What follows belongs to an exercise in optimizing a design on an open flow for small area; a production flow would make more cautious choices.
Function was checked by simulation only, so behaviour that the tests miss may differ from the original.
Power and IR drop assume default switching activity. No driver is modelled on the clock port, so clocking that relies on it looks cheaper here than on a real chip.

Design int_moderator, start of the top module:
module int_moderator #(
  parameter int unsigned COUNT = 16,
  parameter int unsigned CNT_W = 8,
  parameter int unsigned TMR_W = 16
) (
  input  logic               clk,
  input  logic               reset,
  input  logic [COUNT-1:0]   ev_pulse,
  output logic [COUNT-1:0]   int_valid,
  input  logic [COUNT-1:0]   int_ready,
  input  logic               cfg_valid,
  output logic               cfg_ready,
  input  logic [4:0]         cfg_sel,
  input  logic [CNT_W-1:0]   cfg_threshold,
  input  logic [TMR_W-1:0]   cfg_timeout,
  input  logic [TMR_W-1:0]   cfg_holdoff,
  output logic [COUNT-1:0]   ev_overflow,
  input  logic [COUNT-1:0]   ovf_clear
);
clock: 5.0 ns
lec_check: 0
cap_margin: 20
core_margin: 2
core_utilization: 45
place_density: 0.6
slew_margin: 20
standard.sh (not shown) runs the stock make flow with config.mk's settings and CLKGATE_MAP_FILE= SYNTH_SCRIPT=/design/flow/synth_recipe.tcl, a recipe that flattens the netlist after the stock synthesis.
==> flow/flow/run.sh <==
#!/bin/bash
# The standard layout (standard.sh), with these changes:
#  * Yosys's ABC technology mapping uses an area-oriented script
#    (flow/abc_area.script) in place of ORFS's speed script; the rest of
#    synthesis, including register mapping, is unchanged.
#  * the port buffers that global placement inserts are buf_1 cells.
#  * CTS clusters more sinks per leaf buffer and inserts no dummy loads.
# standard.sh writes every tool's log under orfs/logs; its own output goes
# to standard.log here.
set -e
cp standard.sh standard_sh_copy.txt
rm -rf scripts_area
cp -r "$FLOW_HOME/scripts" scripts_area
cp flow/abc_area.script scripts_area/abc_speed.script
export SCRIPTS_DIR="$PWD/scripts_area"
export BUFFER_PORTS_ARGS="-buffer_cell sky130_fd_sc_hd__buf_1"
export CTS_ARGS="-sink_clustering_enable -repair_clock_nets -dont_use_dummy_load -sink_clustering_size 26 -sink_clustering_max_diameter 80"
bash standard.sh > standard.log 2>&1
==> flow/flow/abc_area.script <==
&get -n
&st
&dch -f
&nf -a -F 8 -A 8 -R 1000
&put
topo
stime -c
dnsize -c
The starting point went through all stages and came out clean.
Edit:
--- a/flow/flow/run.sh
+++ b/flow/flow/run.sh
@@ -16,3 +16,3 @@
 export BUFFER_PORTS_ARGS="-buffer_cell sky130_fd_sc_hd__buf_1"
-export CTS_ARGS="-sink_clustering_enable -repair_clock_nets -dont_use_dummy_load -sink_clustering_size 26 -sink_clustering_max_diameter 80"
+export CTS_ARGS="-sink_clustering_enable -repair_clock_nets -dont_use_dummy_load -sink_clustering_size 29 -sink_clustering_max_diameter 90"
 bash standard.sh > standard.log 2>&1
Effect:
- total power is lower slightly
- die area is unchanged
- synthesized cell count does not change
- global-route usage barely changes
- final area stays flat
- sequential share of layout area went up by 0.13 points
Edit:
--- a/flow/flow/run.sh
+++ b/flow/flow/run.sh
@@ -16,3 +16,3 @@
 export BUFFER_PORTS_ARGS="-buffer_cell sky130_fd_sc_hd__buf_1"
-export CTS_ARGS="-sink_clustering_enable -repair_clock_nets -dont_use_dummy_load -sink_clustering_size 29 -sink_clustering_max_diameter 90"
+export CTS_ARGS="-sink_clustering_enable -repair_clock_nets -dont_use_dummy_load -sink_clustering_size 32 -sink_clustering_max_diameter 100"
 bash standard.sh > standard.log 2>&1
Effect: The changed run ran to the end with no violations; non-clock buffer count stays the same; worst setup slack got worse by 0.038 ns; cell area went down by 0.36%; via count is about the same; clock power drops by 6.7%; clock skew went down by 0.0097 ns; synthesized cell count is unchanged; combinational power is about the same; critical path depth is unchanged.
Edit:
--- a/flow/flow/run.sh
+++ b/flow/flow/run.sh
@@ -16,3 +16,3 @@
 export BUFFER_PORTS_ARGS="-buffer_cell sky130_fd_sc_hd__buf_1"
-export CTS_ARGS="-sink_clustering_enable -repair_clock_nets -dont_use_dummy_load -sink_clustering_size 32 -sink_clustering_max_diameter 100"
+export CTS_ARGS="-sink_clustering_enable -repair_clock_nets -dont_use_dummy_load -sink_clustering_size 26 -sink_clustering_max_diameter 80"
 bash standard.sh > standard.log 2>&1
--- a/flow/config.mk
+++ b/flow/config.mk
@@ -7,3 +7,3 @@
 export LEC_CHECK = 0
-export CAP_MARGIN = 20
+export CAP_MARGIN = 0
 export CORE_MARGIN = 2
@@ -11,2 +11,2 @@
 export PLACE_DENSITY = 0.6
-export SLEW_MARGIN = 20
+export SLEW_MARGIN = 0
What happened:
- The changed run finished with timing, DRC and antenna clean
- design area came out higher slightly
- area after synthesis is unchanged
- final cell count came out higher slightly
- combinational power barely changes
- wire length came out higher slightly
- sequential share of layout area came out lower by 0.39 points
- via count hardly moves
- die area is unchanged
- fmax came out higher slightly
Edit:
--- a/flow/flow/run.sh
+++ b/flow/flow/run.sh
@@ -16,3 +16,3 @@
 export BUFFER_PORTS_ARGS="-buffer_cell sky130_fd_sc_hd__buf_1"
-export CTS_ARGS="-sink_clustering_enable -repair_clock_nets -dont_use_dummy_load -sink_clustering_size 26 -sink_clustering_max_diameter 80"
+export CTS_ARGS="-sink_clustering_enable -repair_clock_nets -dont_use_dummy_load -sink_clustering_size 29 -sink_clustering_max_diameter 90"
 bash standard.sh > standard.log 2>&1
--- a/flow/config.mk
+++ b/flow/config.mk
@@ -7,6 +7,7 @@
 export LEC_CHECK = 0
-export CAP_MARGIN = 0
+export CAP_MARGIN = 20
 export CORE_MARGIN = 2
 export CORE_UTILIZATION = 45
+export GPL_TIMING_DRIVEN = 0
 export PLACE_DENSITY = 0.6
-export SLEW_MARGIN = 0
+export SLEW_MARGIN = 20
Result: Non-clock buffer count shrinks by 13; combinational power grows by about 2%; synthesized area does not change; worst hold slack barely changes; register-to-register slack gets worse by 0.10 ns; die area does not change; synthesized cell count is unchanged.

* * *

== rev 12 ==
The RTL this note starts from:
==> flow/design.v <==
module int_moderator #(
  parameter int unsigned COUNT = 16,
  parameter int unsigned CNT_W = 8,
  parameter int unsigned TMR_W = 16
) (
  input  logic               clk,
  input  logic               reset,
  input  logic [COUNT-1:0]   ev_pulse,
  output logic [COUNT-1:0]   int_valid,
  input  logic [COUNT-1:0]   int_ready,
  input  logic               cfg_valid,
  output logic               cfg_ready,
  input  logic [4:0]         cfg_sel,
  input  logic [CNT_W-1:0]   cfg_threshold,
  input  logic [TMR_W-1:0]   cfg_timeout,
  input  logic [TMR_W-1:0]   cfg_holdoff,
  output logic [COUNT-1:0]   ev_overflow,
  input  logic [COUNT-1:0]   ovf_clear
);
  logic [COUNT-1:0] r_valid;
  logic [COUNT-1:0] r_hold;
  logic [COUNT-1:0] r_ovf;
  logic [CNT_W-1:0] r_cntn    [COUNT];    
  logic [TMR_W-1:0] r_tmrn    [COUNT];    
  logic [CNT_W-1:0] r_nthr    [COUNT];    
  logic [TMR_W-1:0] r_timeout [COUNT];
  logic [TMR_W-1:0] r_holdoff [COUNT];
  logic [COUNT-1:0] r_tnz;                
  logic [COUNT-1:0] r_hnz;                
  assign cfg_ready   = 1'b1;
  assign int_valid   = r_valid;
  assign ev_overflow = r_ovf;
  logic [CNT_W-1:0] w_cfg_nthr;
  logic [TMR_W-1:0] w_cfg_timeout;
  logic [TMR_W-1:0] w_cfg_holdoff;
  logic             w_cfg_tnz, w_cfg_hnz;
  always_comb begin
    if (reset) begin
      w_cfg_nthr    = '1;
      w_cfg_timeout = '0;
      w_cfg_holdoff = '0;
    end else begin
      w_cfg_nthr    = (cfg_threshold == '0) ? '1 : CNT_W'(-cfg_threshold);
      w_cfg_timeout = cfg_timeout;
      w_cfg_holdoff = cfg_holdoff;
    end
  end
  assign w_cfg_tnz = (w_cfg_timeout != '0);
  assign w_cfg_hnz = (w_cfg_holdoff != '0);
  logic [7:0] w_sel_hi;
  logic [3:0] w_sel_lo;
  always_comb begin
    for (int j = 0; j < 8; j++)
      w_sel_hi[j] = reset | (cfg_valid & (cfg_sel[4:2] == 3'(j)));
    for (int j = 0; j < 4; j++)
      w_sel_lo[j] = reset | (cfg_sel[1:0] == 2'(j));
  end
  for (genvar i = 0; i < COUNT; i++) begin : g_src
    logic             ev, nz, idle, ack, zbase, sat, inc_en, ge, tnz, hnz;
    logic             tle1, t_is1, tnzero, dec_sel, dec_en, go_assert, go_hold;
    logic             s_t, s_h, s_d;
    logic [CNT_W-1:0] base, inc;
    logic [CNT_W:0]   cy;
    logic [TMR_W:0]   tog;
    logic [TMR_W-1:0] tmr, dec;
    logic             cfg_we;
    assign ev    = ev_pulse[i] & ~reset;
    logic [CNT_W-1:0] cnt;
    assign cnt   = ~r_cntn[i];
    assign nz    = (cnt != '0);
    assign idle  = ~r_valid[i] & ~r_hold[i] & ~nz;
    assign ack   = r_valid[i] & int_ready[i];
    assign zbase = ack | reset;             
    assign base  = zbase ? '0 : cnt;
    assign sat   = (base == '1);
    assign inc_en = ev & ~sat;
    assign inc   = base + CNT_W'(inc_en);
    always_comb begin
      cy[0] = ev;
      for (int k = 0; k < CNT_W; k++)
        cy[k+1] = (base[k] & r_nthr[i][k]) | ((base[k] | r_nthr[i][k]) & cy[k]);
    end
    assign ge = cy[CNT_W];
    assign tmr    = ~r_tmrn[i];
    assign tnz    = r_tnz[i];
    assign hnz    = r_hnz[i];
    assign tle1   = (tmr[TMR_W-1:1] == '0);
    assign t_is1  = tle1 & tmr[0];
    assign tnzero = ~tle1 | tmr[0];
    assign dec_sel = idle | (r_hold[i] & tle1) | (ack & ~hnz);
    assign dec_en = ~r_valid[i] & ((tnz & tnzero) | r_hold[i]);
    always_comb begin
      tog[0] = dec_en;
      for (int k = 0; k < TMR_W; k++)
        tog[k+1] = tog[k] & ~tmr[k];
    end
    assign dec = tmr ^ tog[TMR_W-1:0];
    assign s_t = dec_sel;
    assign s_h = ack & hnz;
    assign s_d = ~dec_sel & ~ack;
    always_comb begin
      go_assert = 1'b0;
      go_hold   = 1'b0;
      if (dec_sel) begin
        go_assert = ge;
      end else if (r_valid[i]) begin
        go_assert = ~ack;
        go_hold   = ack;
      end else if (r_hold[i]) begin
        go_hold   = 1'b1;
      end else begin
        go_assert = ge | (tnz & t_is1);
      end
    end
    assign cfg_we = w_sel_hi[i/4] & w_sel_lo[i%4];
    always_ff @(posedge clk) begin
      r_tmrn[i] <= ~(({TMR_W{s_t}} & r_timeout[i]) |
                     ({TMR_W{s_h}} & r_holdoff[i]) |
                     ({TMR_W{s_d}} & dec));
      r_cntn[i] <= ~inc;
      if (reset) begin
        r_valid[i] <= 1'b0;
        r_hold[i]  <= 1'b0;
        r_ovf[i]   <= 1'b0;
      end else begin
        r_valid[i] <= go_assert;
        r_hold[i]  <= go_hold;
        r_ovf[i]   <= (r_ovf[i] & ~ovf_clear[i]) | (ev & sat);
      end
      if (cfg_we) begin
        r_nthr[i]    <= w_cfg_nthr;
        r_timeout[i] <= w_cfg_timeout;
        r_holdoff[i] <= w_cfg_holdoff;
        r_tnz[i]     <= w_cfg_tnz;
        r_hnz[i]     <= w_cfg_hnz;
      end
    end
  end
endmodule
==> flow/config.mk <==
export PLATFORM = sky130hd
export DESIGN_NAME = int_moderator
export DESIGN_NICKNAME = int_moderator
export VERILOG_FILES = /design/flow/design.v
export SDC_FILE = /design/flow/constraint.sdc
export NUM_CORES = 4
export LEC_CHECK = 0
export CAP_MARGIN = 20
export CORE_MARGIN = 2
export CORE_UTILIZATION = 45
export PLACE_DENSITY = 0.6
export SLEW_MARGIN = 20
==> flow/constraint.sdc <==
create_clock -name core_clock -period 5.0 [get_ports {clk}]
set_input_delay 1.0000 -clock core_clock [delete_from_list [all_inputs] [get_ports {clk}]]
set_output_delay 1.0000 -clock core_clock [all_outputs]
set_load 0.01 [all_outputs]
==> flow/flow/run.sh <==
#!/bin/bash
# The standard layout (standard.sh), with these changes:
#  * Yosys's ABC technology mapping uses an area-oriented script
#    (flow/abc_area.script) in place of ORFS's speed script; the rest of
#    synthesis, including register mapping, is unchanged.
#  * the port buffers that global placement inserts are buf_1 cells.
#  * CTS clusters more sinks per leaf buffer and inserts no dummy loads.
# standard.sh writes every tool's log under orfs/logs; its own output goes
# to standard.log here.
set -e
cp standard.sh standard_sh_copy.txt
rm -rf scripts_area
cp -r "$FLOW_HOME/scripts" scripts_area
cp flow/abc_area.script scripts_area/abc_speed.script
export SCRIPTS_DIR="$PWD/scripts_area"
export BUFFER_PORTS_ARGS="-buffer_cell sky130_fd_sc_hd__buf_1"
export CTS_ARGS="-sink_clustering_enable -repair_clock_nets -dont_use_dummy_load -sink_clustering_size 31 -sink_clustering_max_diameter 130"
bash standard.sh > standard.log 2>&1
Scripts as last shown in full above: flow/flow/abc_area.script
Per the final summary, rev 12 finished and its layout is clean on timing, DRC and antenna.
## Diff of input files: rev 13 against rev 12
diff --git a/flow/flow/run.sh b/flow/flow/run.sh
--- a/flow/flow/run.sh
+++ b/flow/flow/run.sh
@@ -17 +17 @@
-export CTS_ARGS="-sink_clustering_enable -repair_clock_nets -dont_use_dummy_load -sink_clustering_size 31 -sink_clustering_max_diameter 130"
+export CTS_ARGS="-sink_clustering_enable -repair_clock_nets -dont_use_dummy_load -sink_clustering_size 29 -sink_clustering_max_diameter 130"
## What came out
Rev 12 → rev 13: power dissipated by switching net loads decreased 0.018 mW; cell area essentially unchanged. Rev 13 — overall power consumption about 0.46% higher, rev 12 as reference. Compared with rev 12, in rev 13 total number of nets in the final design about even, via count has remained practically unchanged. Cmp rev 13 and rev 12 / tightest slew margin relative to the limit / higher: rev 12.

* * *

## alpha
Another version of the RTL of int_moderator (not shown whole).
Size: ~3400 cells after synthesis, ~1100 flip-flops, about 130 I/O pins, ~44000 um2 of cells after synthesis.
## int_moderator
module int_moderator #(
  parameter int unsigned COUNT = 16,
  parameter int unsigned CNT_W = 8,
  parameter int unsigned TMR_W = 16
) (
  input  logic               clk,
  input  logic               reset,
  input  logic [COUNT-1:0]   ev_pulse,
  output logic [COUNT-1:0]   int_valid,
  input  logic [COUNT-1:0]   int_ready,
  input  logic               cfg_valid,
  output logic               cfg_ready,
  input  logic [4:0]         cfg_sel,
  input  logic [CNT_W-1:0]   cfg_threshold,
  input  logic [TMR_W-1:0]   cfg_timeout,
  input  logic [TMR_W-1:0]   cfg_holdoff,
  output logic [COUNT-1:0]   ev_overflow,
  input  logic [COUNT-1:0]   ovf_clear
);
  logic [COUNT-1:0] r_valid;
  logic [COUNT-1:0] r_acc;
  logic [COUNT-1:0] r_hold;
  logic [COUNT-1:0] r_ovf;
  logic [CNT_W-1:0] r_cnt     [COUNT];
  logic [TMR_W-1:0] r_tmrn    [COUNT];    
  logic [CNT_W-1:0] r_nthr    [COUNT];    
  logic [TMR_W-1:0] r_timeout [COUNT];
  logic [TMR_W-1:0] r_holdoff [COUNT];
  assign cfg_ready   = 1'b1;
  assign int_valid   = r_valid;
  assign ev_overflow = r_ovf;
  logic [CNT_W-1:0] w_cfg_nthr;
  logic [TMR_W-1:0] w_cfg_timeout;
  logic [TMR_W-1:0] w_cfg_holdoff;
  always_comb begin
    if (reset) begin
      w_cfg_nthr    = '1;
      w_cfg_timeout = '0;
      w_cfg_holdoff = '0;
    end else begin
      w_cfg_nthr    = (cfg_threshold == '0) ? '1 : CNT_W'(-cfg_threshold);
      w_cfg_timeout = cfg_timeout;
      w_cfg_holdoff = cfg_holdoff;
    end
  end
  for (genvar i = 0; i < COUNT; i++) begin : g_src
    logic             ev, idle, ack, zbase, sat, ge, tnz, hnz, tle1, t_is1, tnzero;
    logic             dec_sel, dec_en, go_assert, go_acc, go_hold;
    logic             s_t, s_h, s_d;
    logic [CNT_W-1:0] base, inc;
    logic [CNT_W:0]   cy;
    logic [TMR_W:0]   tog;
    logic [TMR_W-1:0] tmr, dec;
    logic             cfg_we;
    assign ev    = ev_pulse[i];
    assign idle  = ~r_valid[i] & ~r_acc[i] & ~r_hold[i];
    assign ack   = r_valid[i] & int_ready[i];
    assign zbase = idle | ack;
    assign base  = zbase ? '0 : r_cnt[i];
    assign sat   = (base == '1);
    assign inc   = base + CNT_W'(ev & ~sat);
    always_comb begin
      cy[0] = ev;
  ...
==> flow/config.mk <==
export PLATFORM = sky130hd
export DESIGN_NAME = int_moderator
export DESIGN_NICKNAME = int_moderator
export VERILOG_FILES = /design/flow/design.v
export SDC_FILE = /design/flow/constraint.sdc
export NUM_CORES = 4
export LEC_CHECK = 0
export CAP_MARGIN = 20
export CORE_MARGIN = 2
export CORE_UTILIZATION = 45
export PLACE_DENSITY = 0.6
export SLEW_MARGIN = 20
==> flow/constraint.sdc <==
create_clock -name core_clock -period 5.0 [get_ports {clk}]
set_input_delay 1.0000 -clock core_clock [delete_from_list [all_inputs] [get_ports {clk}]]
set_output_delay 1.0000 -clock core_clock [all_outputs]
set_load 0.01 [all_outputs]
==> flow/flow/run.sh <==
#!/bin/bash
# The standard layout (standard.sh), with these changes:
#  * Yosys's ABC technology mapping uses an area-oriented script
#    (flow/abc_area.script) in place of ORFS's speed script; the rest of
#    synthesis, including register mapping, is unchanged.
#  * the port buffers that global placement inserts are buf_1 cells.
#  * CTS clusters more sinks per leaf buffer and inserts no dummy loads.
# standard.sh writes every tool's log under orfs/logs; its own output goes
# to standard.log here.
set -e
cp standard.sh standard_sh_copy.txt
rm -rf scripts_area
cp -r "$FLOW_HOME/scripts" scripts_area
cp flow/abc_area.script scripts_area/abc_speed.script
export SCRIPTS_DIR="$PWD/scripts_area"
export BUFFER_PORTS_ARGS="-buffer_cell sky130_fd_sc_hd__buf_1"
export CTS_ARGS="-sink_clustering_enable -repair_clock_nets -dont_use_dummy_load -sink_clustering_size 22 -sink_clustering_max_diameter 80"
bash standard.sh > standard.log 2>&1
==> flow/flow/abc_area.script <==
&get -n
&st
&dch -f
&nf -a -F 4 -A 4
&put
topo
stime -c
dnsize -c
Per the final summary, alpha finished and its layout is clean on timing, DRC and antenna.
The inputs of beta differ from those of alpha as listed below.
Settings: CORE_UTILIZATION now 65, was 45; PLACE_DENSITY now 0.8, was 0.6.
## What came out
beta vs. alpha: non-clock buffer count lower; pin count of the biggest net entering global routing fell about 7%; sum of met3 wire segment lengths after detailed routing has increased; first-pass GRT wire length has increased. Of the two values seen for startpoint of the most critical setup path, r_timeout[10][12] was produced by beta and r_timeout[13][15] by alpha.
Changes in gamma relative to beta:
Settings: changing PLACE_DENSITY from 0.8 to 0.6; changing CORE_UTILIZATION from 65 to 45.
==> flow/flow/run.sh <==
#!/bin/bash
set -e
cp standard.sh standard_sh_copy.txt
rm -rf scripts_area
cp -r "$FLOW_HOME/scripts" scripts_area
cp flow/abc_area.script scripts_area/abc_speed.script
export SCRIPTS_DIR="$PWD/scripts_area"
bash standard.sh > standard.log 2>&1
[summary]
- beta completed every stage of the flow, and the final layout passed the timing, design-rule and antenna checks.
- gamma | stages: all done | timing, DRC, antenna: all pass
- gamma gives more required time of the worst setup path than beta did.
- Final worst slack: gamma > beta
- On detailed placer's ending HPWL: between gamma and beta, it ends up lower for beta.
- Of gamma and beta, the run reporting the higher vertical die dimension was gamma.
- On number of optimization iterations in the first detailed-route pass, the higher figure sits with beta, not gamma.
- The global-route usage number comes out lower for gamma vs beta.
- gamma vs beta: layout clock buffer count up in gamma
- Clock power is lower on beta
Here is what was changed in the inputs of delta compared with gamma.
Settings: setting CTS_BUF_LIST to sky130_fd_sc_hd__clkbuf_4 for the first time.
==> flow/run.sh (new file) <==
#!/bin/bash
# synth_recipe.tcl (not shown) runs the flow's synth.tcl, then flattens the netlist and writes it again
# the make line also repeats each setting of config.mk as NAME=value (left out here)
make -C /OpenROAD-flow-scripts/flow DESIGN_CONFIG=/design/flow/config.mk WORK_HOME=/design/flow/orfs CLKGATE_MAP_FILE= SYNTH_SCRIPT=/design/flow/synth_recipe.tcl finish
removed: flow/flow/run.sh
removed: flow/flow/abc_area.script
removed: flow/standard.sh
Notes after the runs:
- Taking gamma as the reference, in delta count of hold-fix buffers inserted at cts ~0 delta, layout cell share with drive strength beyond 1 +5.5 points.
- Setup slack came out higher on delta than on gamma.
- Delta(total met3 wirelength after detailed routing, delta - gamma) > 0
- Relative to gamma, average wire length per cell after detail routing has decreased by 0.84 um in delta.
Input changes introduced in epsilon (baseline for comparison: delta):
Settings: CTS_BUF_LIST: sky130_fd_sc_hd__clkbuf_4 -> unset.
==> results.txt <==
- For clock-pin slew of the registers on the worst-case setup and hold paths, delta and epsilon come out practically identical.
- Synthesized instance count: epsilon vs delta identical
- Worst vdd rail ir drop on epsilon is behind delta.
- Diff delta..epsilon | post-route DRC violation count | negligible
- Clock network fraction of total power (higher): epsilon
- Final wirelength | epsilon below delta

==> static timing again, ports no longer ideal <==
No port has a modelled driver above. Below, the same layouts with a new extraction and two added sets of constraints. Step 1: set_driving_cell puts a clkbuf_16 on clk and a buf_2 on each other input, an assumption about the parent block. Step 2, shift: input delay + t, output delay - t, t = (earliest + latest rising clock arrival at the registers) / 2. This alone moves slack from input paths to output paths. Slacks: no drivers / after step 1 / after step 2; pairs: no drivers / after step 1.
run	t (ns)	setup slack, ns	clock arrival spread, ns
the first run of note 1	0.695	0.371 / 0.371 / 0.371	0.083 / 0.082
the second run of note 1	0.675	0.353 / 0.353 / 0.353	0.061 / 0.061
the third run of note 1	0.665	0.315 / 0.315 / 0.315	0.047 / 0.047
the fourth run of note 1	0.689	0.356 / 0.356 / 0.356	0.077 / 0.077
the fifth run of note 1	0.679	0.253 / 0.253 / 0.215	0.063 / 0.063
rev 12	0.672	0.325 / 0.325 / 0.325	0.040 / 0.041
rev 13	0.662	0.274 / 0.274 / 0.274	0.073 / 0.073
alpha	0.718	0.194 / 0.194 / 0.194	0.057 / 0.057
beta	0.694	0.084 / 0.084 / 0.084	0.036 / 0.036
gamma	0.744	0.186 / 0.186 / 0.186	0.020 / 0.021
delta	1.172	0.249 / 0.249 / 0.249	0.090 / 0.090
epsilon	0.746	0.277 / 0.277 / 0.277	0.033 / 0.033
After both steps every run listed still meets setup and hold. The setup slack of the fifth run of note 1, which loses most, moves by 0.000 ns with the drivers and by -0.038 ns with both steps.
